From an optimization exercise on the open Yosys and OpenROAD flow, aimed at a short achievable clock period and few clock cycles; shortcuts taken in it are not production practice.
In this exercise RTL edits were held to simulation tests only and were not proved equivalent to the original.
Power and IR drop assume default switching activity.

File: design/flow/constraint.sdc
create_clock -name core_clock -period 10.0 [get_ports {clk}]
set_input_delay 2.0000 -clock core_clock [delete_from_list [all_inputs] [get_ports {clk}]]
set_output_delay 2.0000 -clock core_clock [all_outputs]
set_load 0.01 [all_outputs]
File: design/flow/config.mk
export PLATFORM = sky130hd
export DESIGN_NAME = ayatsuki_top
export DESIGN_NICKNAME = ayatsuki_top
export VERILOG_FILES = /design/flow/design.v
export SDC_FILE = /design/flow/constraint.sdc
export NUM_CORES = 4
export LEC_CHECK = 0
export CAP_MARGIN = 20
export CORE_MARGIN = 2
export CORE_UTILIZATION = 40
export PLACE_DENSITY = 0.6
export SLEW_MARGIN = 20
File: design/flow/design.v
package core_pkg;
    typedef logic [31:0] word_t;
    typedef logic [4:0]  reg_addr_t;
    typedef enum logic [6:0] {
        OPC_OP     = 7'b0110011,
        OPC_OP_IMM = 7'b0010011,
        OPC_LUI    = 7'b0110111,
        OPC_AUIPC  = 7'b0010111,
        OPC_LOAD   = 7'b0000011,
        OPC_STORE  = 7'b0100011,
        OPC_BRANCH = 7'b1100011,
        OPC_JAL    = 7'b1101111,
        OPC_JALR   = 7'b1100111
    } opcode_e;
    typedef enum logic [3:0] {
        ALU_ADD, ALU_SUB, ALU_AND, ALU_OR, ALU_XOR,
        ALU_SLT, ALU_SLTU, ALU_SLL, ALU_SRL, ALU_SRA,
        ALU_PASS_B
    } alu_op_e;
    typedef enum logic [2:0] {
        BR_NONE, BR_BEQ, BR_BNE, BR_BLT, BR_BGE, BR_JAL, BR_JALR
    } branch_e;
    typedef struct packed {
        logic      we;
        reg_addr_t addr;
        word_t     data;
    } reg_wr_t;
    typedef struct packed {
        logic      valid;
        word_t     pc;
        reg_addr_t rs1_addr;
        reg_addr_t rs2_addr;
        word_t     rs1_data;
        word_t     rs2_data;
        word_t     imm;
        alu_op_e   alu_op;
        branch_e   branch;
        logic      use_imm;
        logic      use_pc;
        logic      load;
        logic      store;
        logic      reg_we;
        reg_addr_t rd;
    } id_ex_t;
    typedef struct packed {
        logic      reg_we;
        logic      load;
        reg_addr_t rd;
        word_t     result;
    } ex_wb_t;
    typedef struct packed {
        logic  taken;
        word_t target;
    } redirect_t;
    typedef struct packed {
        logic  we;
        logic  re;
        word_t addr;
        word_t wdata;
    } dmem_req_t;
    localparam word_t NOP_INSTR = 32'h0000_0013;
endpackage
module fetch_unit #(
    parameter core_pkg::word_t RESET_PC = 32'h0000_0000
) (
    input  logic                clk,
    input  logic                rst_i,
    input  core_pkg::redirect_t redirect_i,
    input  core_pkg::word_t     inst_i,
    output core_pkg::word_t     inst_addr_o,
    output core_pkg::word_t     fd_inst_o,
    output core_pkg::word_t     fd_pc_o
);
    core_pkg::word_t pc;
    core_pkg::word_t pc_q;
    logic  kill_q;
    always_ff @(posedge clk) begin
        if (rst_i) begin
            pc     <= RESET_PC;
            kill_q <= 1'b1;
        end else begin
            kill_q <= redirect_i.taken;
            if (redirect_i.taken) begin
                pc <= redirect_i.target;
            end else begin
                pc <= pc + 32'd4;
            end
        end
    end
    always_ff @(posedge clk) begin
        pc_q <= pc;
    end
    assign inst_addr_o = pc;
    assign fd_pc_o     = pc_q;
    assign fd_inst_o   = kill_q ? core_pkg::NOP_INSTR : inst_i;
endmodule
module reg_file (
    input  logic                clk,
    input  core_pkg::reg_wr_t   wr_i,
    input  core_pkg::reg_addr_t rs1_addr_i,
    input  core_pkg::reg_addr_t rs2_addr_i,
    output core_pkg::word_t     rs1_data_o,
    output core_pkg::word_t     rs2_data_o
);
    core_pkg::word_t regs [1:31];
    always_ff @(posedge clk) begin
        if (wr_i.we && wr_i.addr != 5'd0) begin
            regs[wr_i.addr] <= wr_i.data;
        end
    end
    function automatic core_pkg::word_t read_port(core_pkg::reg_addr_t idx, core_pkg::reg_wr_t wr);
        if (idx == 5'd0) begin
            read_port = 32'd0;
        end else if (wr.we && wr.addr == idx) begin
            read_port = wr.data;
        end else begin
            read_port = regs[idx];
        end
    endfunction
    assign rs1_data_o = read_port(rs1_addr_i, wr_i);
    assign rs2_data_o = read_port(rs2_addr_i, wr_i);
endmodule
module decode (
    input  logic                clk,
    input  logic                rst_i,
    input  core_pkg::redirect_t redirect_i,
    input  core_pkg::word_t     inst_i,
    input  core_pkg::word_t     pc_i,
    output core_pkg::reg_addr_t rs1_addr_o,
    output core_pkg::reg_addr_t rs2_addr_o,
    input  core_pkg::word_t     rs1_data_i,
    input  core_pkg::word_t     rs2_data_i,
    output core_pkg::id_ex_t    id_ex_o
);
    core_pkg::opcode_e    opcode;
    logic [2:0] funct3;
    core_pkg::word_t      imm_i;
    core_pkg::word_t      imm_s;
    core_pkg::word_t      imm_b;
    core_pkg::word_t      imm_u;
    core_pkg::word_t      imm_j;
    core_pkg::id_ex_t     dec;
    assign opcode     = core_pkg::opcode_e'(inst_i[6:0]);
    assign funct3     = inst_i[14:12];
    assign rs1_addr_o = inst_i[19:15];
    assign rs2_addr_o = inst_i[24:20];
    assign imm_i = {{20{inst_i[31]}}, inst_i[31:20]};
    assign imm_s = {{20{inst_i[31]}}, inst_i[31:25], inst_i[11:7]};
    assign imm_b = {{19{inst_i[31]}}, inst_i[31], inst_i[7], inst_i[30:25], inst_i[11:8], 1'b0};
    assign imm_u = {inst_i[31:12], 12'd0};
    assign imm_j = {{11{inst_i[31]}}, inst_i[31], inst_i[19:12], inst_i[20], inst_i[30:21], 1'b0};
    function automatic core_pkg::alu_op_e alu_sel(logic [2:0] f3, logic alt);
        case (f3)
            3'b000:  alu_sel = alt ? core_pkg::ALU_SUB : core_pkg::ALU_ADD;
            3'b001:  alu_sel = core_pkg::ALU_SLL;
            3'b010:  alu_sel = core_pkg::ALU_SLT;
            3'b011:  alu_sel = core_pkg::ALU_SLTU;
            3'b100:  alu_sel = core_pkg::ALU_XOR;
            3'b101:  alu_sel = alt ? core_pkg::ALU_SRA : core_pkg::ALU_SRL;
            3'b110:  alu_sel = core_pkg::ALU_OR;
            default: alu_sel = core_pkg::ALU_AND;
        endcase
    endfunction
    always_comb begin
        dec          = '0;
        dec.valid    = 1'b1;
        dec.pc       = pc_i;
        dec.rs1_addr = rs1_addr_o;
        dec.rs2_addr = rs2_addr_o;
        dec.rs1_data = rs1_data_i;
        dec.rs2_data = rs2_data_i;
        dec.rd       = inst_i[11:7];
        dec.alu_op   = core_pkg::ALU_ADD;
        dec.branch   = core_pkg::BR_NONE;
        case (opcode)
            core_pkg::OPC_OP: begin
                dec.alu_op = alu_sel(funct3, inst_i[30]);
                dec.reg_we = 1'b1;
            end
            core_pkg::OPC_OP_IMM: begin
                dec.alu_op  = alu_sel(funct3, inst_i[30] && funct3 == 3'b101);
                dec.use_imm = 1'b1;
                dec.imm     = imm_i;
                dec.reg_we  = 1'b1;
            end
            core_pkg::OPC_LUI: begin
                dec.alu_op  = core_pkg::ALU_PASS_B;
                dec.use_imm = 1'b1;
                dec.imm     = imm_u;
                dec.reg_we  = 1'b1;
            end
            core_pkg::OPC_AUIPC: begin
                dec.use_pc  = 1'b1;
                dec.use_imm = 1'b1;
                dec.imm     = imm_u;
                dec.reg_we  = 1'b1;
            end
            core_pkg::OPC_LOAD: begin
                dec.imm    = imm_i;
                dec.load   = (funct3 == 3'b010);
                dec.reg_we = (funct3 == 3'b010);
            end
            core_pkg::OPC_STORE: begin
                dec.imm   = imm_s;
                dec.store = (funct3 == 3'b010);
            end
            core_pkg::OPC_BRANCH: begin
                dec.imm = imm_b;
                case (funct3)
                    3'b000:  dec.branch = core_pkg::BR_BEQ;
                    3'b001:  dec.branch = core_pkg::BR_BNE;
                    3'b100:  dec.branch = core_pkg::BR_BLT;
                    3'b101:  dec.branch = core_pkg::BR_BGE;
                    default: dec.branch = core_pkg::BR_NONE;
                endcase
            end
            core_pkg::OPC_JAL: begin
                dec.imm    = imm_j;
                dec.branch = core_pkg::BR_JAL;
                dec.reg_we = 1'b1;
            end
            core_pkg::OPC_JALR: begin
                dec.imm    = imm_i;
                dec.branch = core_pkg::BR_JALR;
                dec.reg_we = 1'b1;
            end
            default: ;
        endcase
    end
    always_ff @(posedge clk) begin
        if (rst_i || redirect_i.taken) begin
            id_ex_o.valid <= 1'b0;
        end else begin
            id_ex_o <= dec;
        end
    end
endmodule
module execute (
    input  core_pkg::id_ex_t    id_ex_i,
    input  core_pkg::reg_wr_t   wb_i,
    output core_pkg::redirect_t redirect_o,
    output core_pkg::dmem_req_t dmem_req_o,
    output core_pkg::ex_wb_t    ex_wb_o
);
    core_pkg::word_t rs1_f;
    core_pkg::word_t rs2_f;
    core_pkg::word_t alu_a;
    core_pkg::word_t alu_b;
    core_pkg::word_t alu_res;
    core_pkg::word_t mem_addr;
    core_pkg::word_t link;
    logic  is_jump;
    logic  cond;
    function automatic core_pkg::word_t fwd(core_pkg::reg_addr_t idx, core_pkg::word_t captured, core_pkg::reg_wr_t wb);
        if (wb.we && wb.addr == idx && idx != 5'd0) begin
            fwd = wb.data;
        end else begin
            fwd = captured;
        end
    endfunction
    assign rs1_f = fwd(id_ex_i.rs1_addr, id_ex_i.rs1_data, wb_i);
    assign rs2_f = fwd(id_ex_i.rs2_addr, id_ex_i.rs2_data, wb_i);
    assign alu_a = id_ex_i.use_pc ? id_ex_i.pc : rs1_f;
    assign alu_b = id_ex_i.use_imm ? id_ex_i.imm : rs2_f;
    always_comb begin
        case (id_ex_i.alu_op)
            core_pkg::ALU_SUB:    alu_res = alu_a - alu_b;
            core_pkg::ALU_AND:    alu_res = alu_a & alu_b;
            core_pkg::ALU_OR:     alu_res = alu_a | alu_b;
            core_pkg::ALU_XOR:    alu_res = alu_a ^ alu_b;
            core_pkg::ALU_SLT:    alu_res = {31'd0, $signed(alu_a) < $signed(alu_b)};
            core_pkg::ALU_SLTU:   alu_res = {31'd0, alu_a < alu_b};
            core_pkg::ALU_SLL:    alu_res = alu_a << alu_b[4:0];
            core_pkg::ALU_SRL:    alu_res = alu_a >> alu_b[4:0];
            core_pkg::ALU_SRA:    alu_res = core_pkg::word_t'($signed(alu_a) >>> alu_b[4:0]);
            core_pkg::ALU_PASS_B: alu_res = alu_b;
            default:    alu_res = alu_a + alu_b;
        endcase
    end
    always_comb begin
        case (id_ex_i.branch)
            core_pkg::BR_BEQ:           cond = (rs1_f == rs2_f);
            core_pkg::BR_BNE:           cond = (rs1_f != rs2_f);
            core_pkg::BR_BLT:           cond = ($signed(rs1_f) < $signed(rs2_f));
            core_pkg::BR_BGE:           cond = ($signed(rs1_f) >= $signed(rs2_f));
            core_pkg::BR_JAL, core_pkg::BR_JALR:  cond = 1'b1;
            default:          cond = 1'b0;
        endcase
    end
    assign mem_addr = rs1_f + id_ex_i.imm;
    assign link     = id_ex_i.pc + 32'd4;
    assign is_jump  = (id_ex_i.branch == core_pkg::BR_JAL) || (id_ex_i.branch == core_pkg::BR_JALR);
    assign redirect_o.taken  = id_ex_i.valid && cond;
    assign redirect_o.target = (id_ex_i.branch == core_pkg::BR_JALR) ? {mem_addr[31:1], 1'b0}
                                                           : id_ex_i.pc + id_ex_i.imm;
    assign dmem_req_o.we    = id_ex_i.valid && id_ex_i.store;
    assign dmem_req_o.re    = id_ex_i.valid && id_ex_i.load;
    assign dmem_req_o.addr  = mem_addr;
    assign dmem_req_o.wdata = rs2_f;
    assign ex_wb_o.reg_we = id_ex_i.valid && id_ex_i.reg_we;
    assign ex_wb_o.load   = id_ex_i.valid && id_ex_i.load;
    assign ex_wb_o.rd     = id_ex_i.rd;
    assign ex_wb_o.result = is_jump ? link : alu_res;
endmodule
module mem_wb (
    input  logic              clk,
    input  logic              rst_i,
    input  core_pkg::ex_wb_t  ex_wb_i,
    input  core_pkg::word_t   dmem_rdata_i,
    output core_pkg::reg_wr_t wb_o
);
    core_pkg::ex_wb_t ex_wb_q;
    always_ff @(posedge clk) begin
        if (rst_i) begin
            ex_wb_q.reg_we <= 1'b0;
            ex_wb_q.load   <= 1'b0;
        end else begin
            ex_wb_q.reg_we <= ex_wb_i.reg_we;
            ex_wb_q.load   <= ex_wb_i.load;
        end
    end
    always_ff @(posedge clk) begin
        ex_wb_q.rd     <= ex_wb_i.rd;
        ex_wb_q.result <= ex_wb_i.result;
    end
    assign wb_o.we   = ex_wb_q.reg_we;
    assign wb_o.addr = ex_wb_q.rd;
    assign wb_o.data = ex_wb_q.load ? dmem_rdata_i : ex_wb_q.result;
endmodule
module ayatsuki_core #(
    parameter core_pkg::word_t RESET_PC = 32'h0000_0000
) (
    input  logic                clk,
    input  logic                rst_i,
    input  core_pkg::word_t     inst_i,
    output core_pkg::word_t     inst_addr_o,
    output core_pkg::dmem_req_t dmem_req_o,
    input  core_pkg::word_t     dmem_rdata_i
);
    core_pkg::redirect_t redirect;
    core_pkg::word_t     fd_inst;
    core_pkg::word_t     fd_pc;
    core_pkg::reg_addr_t rs1_addr;
    core_pkg::reg_addr_t rs2_addr;
    core_pkg::word_t     rs1_data;
    core_pkg::word_t     rs2_data;
    core_pkg::id_ex_t    id_ex;
    core_pkg::ex_wb_t    ex_wb;
    core_pkg::reg_wr_t   wb;
    fetch_unit #(
        .RESET_PC    (RESET_PC)
    ) u_fetch (
        .clk         (clk),
        .rst_i       (rst_i),
        .redirect_i  (redirect),
        .inst_i      (inst_i),
        .inst_addr_o (inst_addr_o),
        .fd_inst_o   (fd_inst),
        .fd_pc_o     (fd_pc)
    );
    reg_file u_regs (
        .clk         (clk),
        .wr_i        (wb),
        .rs1_addr_i  (rs1_addr),
        .rs2_addr_i  (rs2_addr),
        .rs1_data_o  (rs1_data),
        .rs2_data_o  (rs2_data)
    );
    decode u_decode (
        .clk         (clk),
        .rst_i       (rst_i),
        .redirect_i  (redirect),
        .inst_i      (fd_inst),
        .pc_i        (fd_pc),
        .rs1_addr_o  (rs1_addr),
        .rs2_addr_o  (rs2_addr),
        .rs1_data_i  (rs1_data),
        .rs2_data_i  (rs2_data),
        .id_ex_o     (id_ex)
    );
    execute u_execute (
        .id_ex_i     (id_ex),
        .wb_i        (wb),
        .redirect_o  (redirect),
        .dmem_req_o  (dmem_req_o),
        .ex_wb_o     (ex_wb)
    );
    mem_wb u_mem_wb (
        .clk          (clk),
        .rst_i        (rst_i),
        .ex_wb_i      (ex_wb),
        .dmem_rdata_i (dmem_rdata_i),
        .wb_o         (wb)
    );
endmodule
module ayatsuki_top (
    input  logic        clk,
    input  logic        rst_i,
    input  logic [31:0] inst_i,
    output logic [31:0] inst_addr_o,
    output logic        dmem_we_o,
    output logic        dmem_re_o,
    output logic [31:0] dmem_addr_o,
    output logic [31:0] dmem_wdata_o,
    input  logic [31:0] dmem_rdata_i
);
    core_pkg::dmem_req_t dmem_req;
    ayatsuki_core #(
        .RESET_PC     (32'h0000_0000)
    ) u_core (
        .clk          (clk),
        .rst_i        (rst_i),
        .inst_i       (inst_i),
        .inst_addr_o  (inst_addr_o),
        .dmem_req_o   (dmem_req),
        .dmem_rdata_i (dmem_rdata_i)
    );
    assign dmem_we_o    = dmem_req.we;
    assign dmem_re_o    = dmem_req.re;
    assign dmem_addr_o  = dmem_req.addr;
    assign dmem_wdata_o = dmem_req.wdata;
endmodule
File: design/flow/run.sh
#!/bin/bash
# synth_recipe.tcl (not shown) runs the flow's synth.tcl, then flattens the netlist and writes it again
# the make line also repeats each setting of config.mk as NAME=value (left out here)
make -C /OpenROAD-flow-scripts/flow DESIGN_CONFIG=/design/flow/config.mk WORK_HOME=/design/flow/orfs CLKGATE_MAP_FILE= SYNTH_SCRIPT=/design/flow/synth_recipe.tcl finish
==> results_dict.tcl <==
set metrics [dict create \
    cts_buffers 140 \
    portBuffers 163 \
    drt-total-wl_um 332000 \
    p_total_mw 16.2 \
    final.fill_count 16754 \
    post-route-cell-area_um2 82800 \
    timing.hold.ws_ps 349 \
    fp.dieW_um 433 \
    grt_max_degree 133 \
    grt_use_total_pct 34.3 \
    cp-start-kind "input port" \
    grtUsageMet2_pct 54.1 \
    avgSynthCellArea_um2 10.4 \
    grt_pass1_wl_um 459000 \
    postPlaceCellArea_um2 78200 \
    fin_setup_tns_ps 0 \
    reg2reg_slack_ps 3070 \
    drv_cap 0 \
    arrival_ps 7300 \
    r2r_cells 15 \
    viasPerCell 6.69 \
    endpoint_kind "primary output" \
    syn_to_final_growth_pct 12.6 \
    p_leak_nw 28.4 \
    core_um2 183000 \
    grtUsageMet1_pct 42.9 \
    drt_first_pass_iters 6 \
    finClkSkew_ps 45.5 \
    cts_root_buffer "clkbuf_16" \
    hpwl_um 209000 \
    synth_seq_area_share_pct 49.7 \
    hold_class "reg2reg" \
    antenna_found_initial 10 \
    fin_crit_ps 9300 \
    gp_congestion 1.03 \
    wire_per_inst_um 34.6 \
    drc 0 \
    via_count 64262 \
    place_inst 9352 \
    fin_ws_ps 700 \
    most-common-layout-cells "edfxtp_1 (1,147), nand2_1 (920), a211oi_1 (512)" \
    dp_slack_ps 861 \
    rsz0062_at_grt "false" \
    clockBufferDepth 3 \
    fin_crit_sh_pct 93.0 \
    layout_commonest_cell "edfxtp_1" \
    tightestPinTransition_ps 1220 \
    grt_pass1_vias 60606 \
    critPathMaxFanout 35 \
    relSlewSlack_pct 18.4 \
    floorplan.initialDensity_pct 40.2 \
    netlist_area_um2 73500 \
    outcome "no timing/DRC/antenna violations" \
    first_iter_violations 9694 \
    ys.warnings.count 5 \
    reg2reg_to "u_core.u_decode.id_ex_o[132]$_DFFE_PN_" \
    cts_resized 0 \
    ys_ff_latch 1252 \
    ys_async_sr_fraction_pct 0 \
    yosysUniqueCellTypes 94 \
    ir_drop_uv 189 \
    htreeDepth 4 \
    clk_pin_slew_ps 60 \
    die_h_um 433 \
    ys.flop_type "edfxtp_1" \
    drive_gt1_share_pct 12.4 \
    ant_nets 0 \
    post_cts_buffers 0 \
    ios 164 \
    busiest_layer "met2" \
    cts_tree "done" \
    use_met3_pct 6.56 \
    synth_edf_count 1147 \
    synth_nets 7342 \
    critical_path_class "in2out" \
    overflow 0 \
    crit_end "dmem_addr_o[30]" \
    die-area_um2 187000 \
    layoutNonFillerInstCount 9606 \
    rr_startpoint "u_core.u_mem_wb.ex_wb_q[37]$_SDFF_PP0_" \
    slew_violations 0 \
    max_freq_mhz 108 \
    cellPowerDensity_nw_per_um2 196 \
    fin_util_pct 45.3 \
    ff_latch_area_um2 36500 \
    multi_input_area_um2 34600 \
    worstSetupStartpoint "dmem_rdata_i[0]" \
    postSynthCellCount 7083 \
    hold_viol_final 0 \
    rows 157 \
    required_ps 8000 \
    fin_nets 7289 \
    cts_hold_buf 0 \
    clk_latency_ps 820 \
    setup_viol 0 \
    clock_sinks 1252 \
]
kinds of logic after synthesis:
| logic type | share of synthesized area [%] |
|---|---|
| simple gates | 13.5 |
| compound gates | 18.9 |
| flops | 49.7 |
| buf+inv | 3.90 |
| mux | 8.80 |
| fa+ha+maj | 3.32 |
| xor+xnor | 1.88 |
layout make-up:
type | count | share of cell area, %
antenna | 2 | 0.00605
clock inverter | 79 | 0.970
multi-input combinational | 5093 | 41.8
inverter | 169 | 0.794
sequential | 1252 | 44.2
clock buffer | 173 | 4.50
tap | 2464 | 3.72
timing repair buffer | 374 | 4.07
where the power goes:
group	internal, mW	switching, mW	leakage [nW]
clock network	2.91	2.25	2.19
logic	1.32	3.22	14.9
registers	6.31	0.182	11.4
worst min path at each step:
stage	start	endpoint	slack (ps)	depth (start not counted)
2_1_floorplan	u_core.u_decode.id_ex_o[0]$_DFFE_PN_	u_core.u_mem_wb.ex_wb_q[32]$_DFF_P_	320	0
3_3_place_gp	u_core.u_decode.id_ex_o[4]$_DFFE_PN_	u_core.u_mem_wb.ex_wb_q[36]$_DFF_P_	330	0
3_5_place_dp	u_core.u_decode.id_ex_o[1]$_DFFE_PN_	u_core.u_mem_wb.ex_wb_q[33]$_DFF_P_	330	0
4_1_cts	u_core.u_decode.id_ex_o[1]$_DFFE_PN_	u_core.u_mem_wb.ex_wb_q[33]$_DFF_P_	350	0
5_1_grt	u_core.u_decode.id_ex_o[1]$_DFFE_PN_	u_core.u_mem_wb.ex_wb_q[33]$_DFF_P_	360	0
6_report	u_core.u_decode.id_ex_o[1]$_DFFE_PN_	u_core.u_mem_wb.ex_wb_q[33]$_DFF_P_	350	0
worst max-delay path: stages:
cell and delay [ps]:
clkdlybuf4s50_1 620, mux2_2 720, nor4_1 200, nor2_1 190
ha_1 200, inv_1 60, fa_1 420, nor2b_1 120
o21a_1 150, o21ai_0 240, a2111oi_0 610, buf_4 240
o21ai_0 150, a31oi_1 360, a221oi_1 150, xnor2_1 250
clkdlybuf4s50_1 590
sequential cells by signal, indices dropped and copies added, names as in the netlist:
signal,cells
u_core.u_fetch.pc,32
u_core.u_regs.regs,992
u_core.u_fetch.pc_q,32
u_core.u_decode.id_ex_o,156
u_core.u_fetch.kill_q,1
u_core.u_mem_wb.ex_wb_q,39
cells in the mapped netlist, drive strengths merged, types with 9 or more instances:
library cell	count	area, um^2
o211ai	34	255
nor3	126	636
inv	164	616
o22ai	28	175
a31oi	66	413
mux2i	282	2820
a21o	58	435
a21boi	9	75.1
dfxtp	105	2100
a22oi	150	1130
xor2	37	324
o21bai	28	210
nor4	194	1220
a21oi	441	2210
nand2	922	3460
a221o	15	150
o221ai	10	87.6
o32ai	9	78.8
a221oi	92	806
nor2	435	1640
nand3b	9	67.6
nor2b	180	1130
a2111oi	13	120
o31ai	56	469
clkbuf	439	1650
a2bb2oi	9	78.8
ha	190	2380
edfxtp	1147	34400
or3	18	113
nand4	28	175
or2	12	75.1
a311oi	142	1310
buf	130	588
and3	57	357
a211oi	524	4000
o21a	19	143
mux2	324	3650
nand2b	43	269
a32oi	11	96.3
nand3	79	395
and2	22	140
o21ai	201	1010
xnor2	120	1060
per-layer routing:
layer	part of all wire (%)	wire, um	vias up
met5	0.010	34	-
met4	7.8	25900	6
met3	10	33600	1144
met2	45	149000	4524
met1	37	124000	31626
li1	-	-	26962
Testbench counts, summed over its fixed seeds: cycles 102,688.

-- what the ideal ports hide --
Ports are ideal in the flow. The routed layout listed here was re-timed in OpenROAD. Step 1: set_driving_cell puts a clkbuf_16 on clk and a buf_2 on each other input, an assumption about the parent block. Step 2 times the ports against the registers' clock, not the clock port: input delays grow and output delays shrink by t, the midpoint of the rising clock arrivals with the driver on. Three values: ideal ports, drivers, drivers and shift; two values: the first two.
shift t [ns]: 0.893
slack for setup (ns): 0.700 / 0.677 / 0.677
worst setup path after step 2: input to output
latest minus earliest clock arrival (ns): 0.047 / 0.047
worst register clock-pin slew, ns: 0.07 / 0.07
After both steps this run still meets setup and hold. For this run, drivers alone change the setup slack by -0.023 ns; drivers and shift together by -0.023 ns.
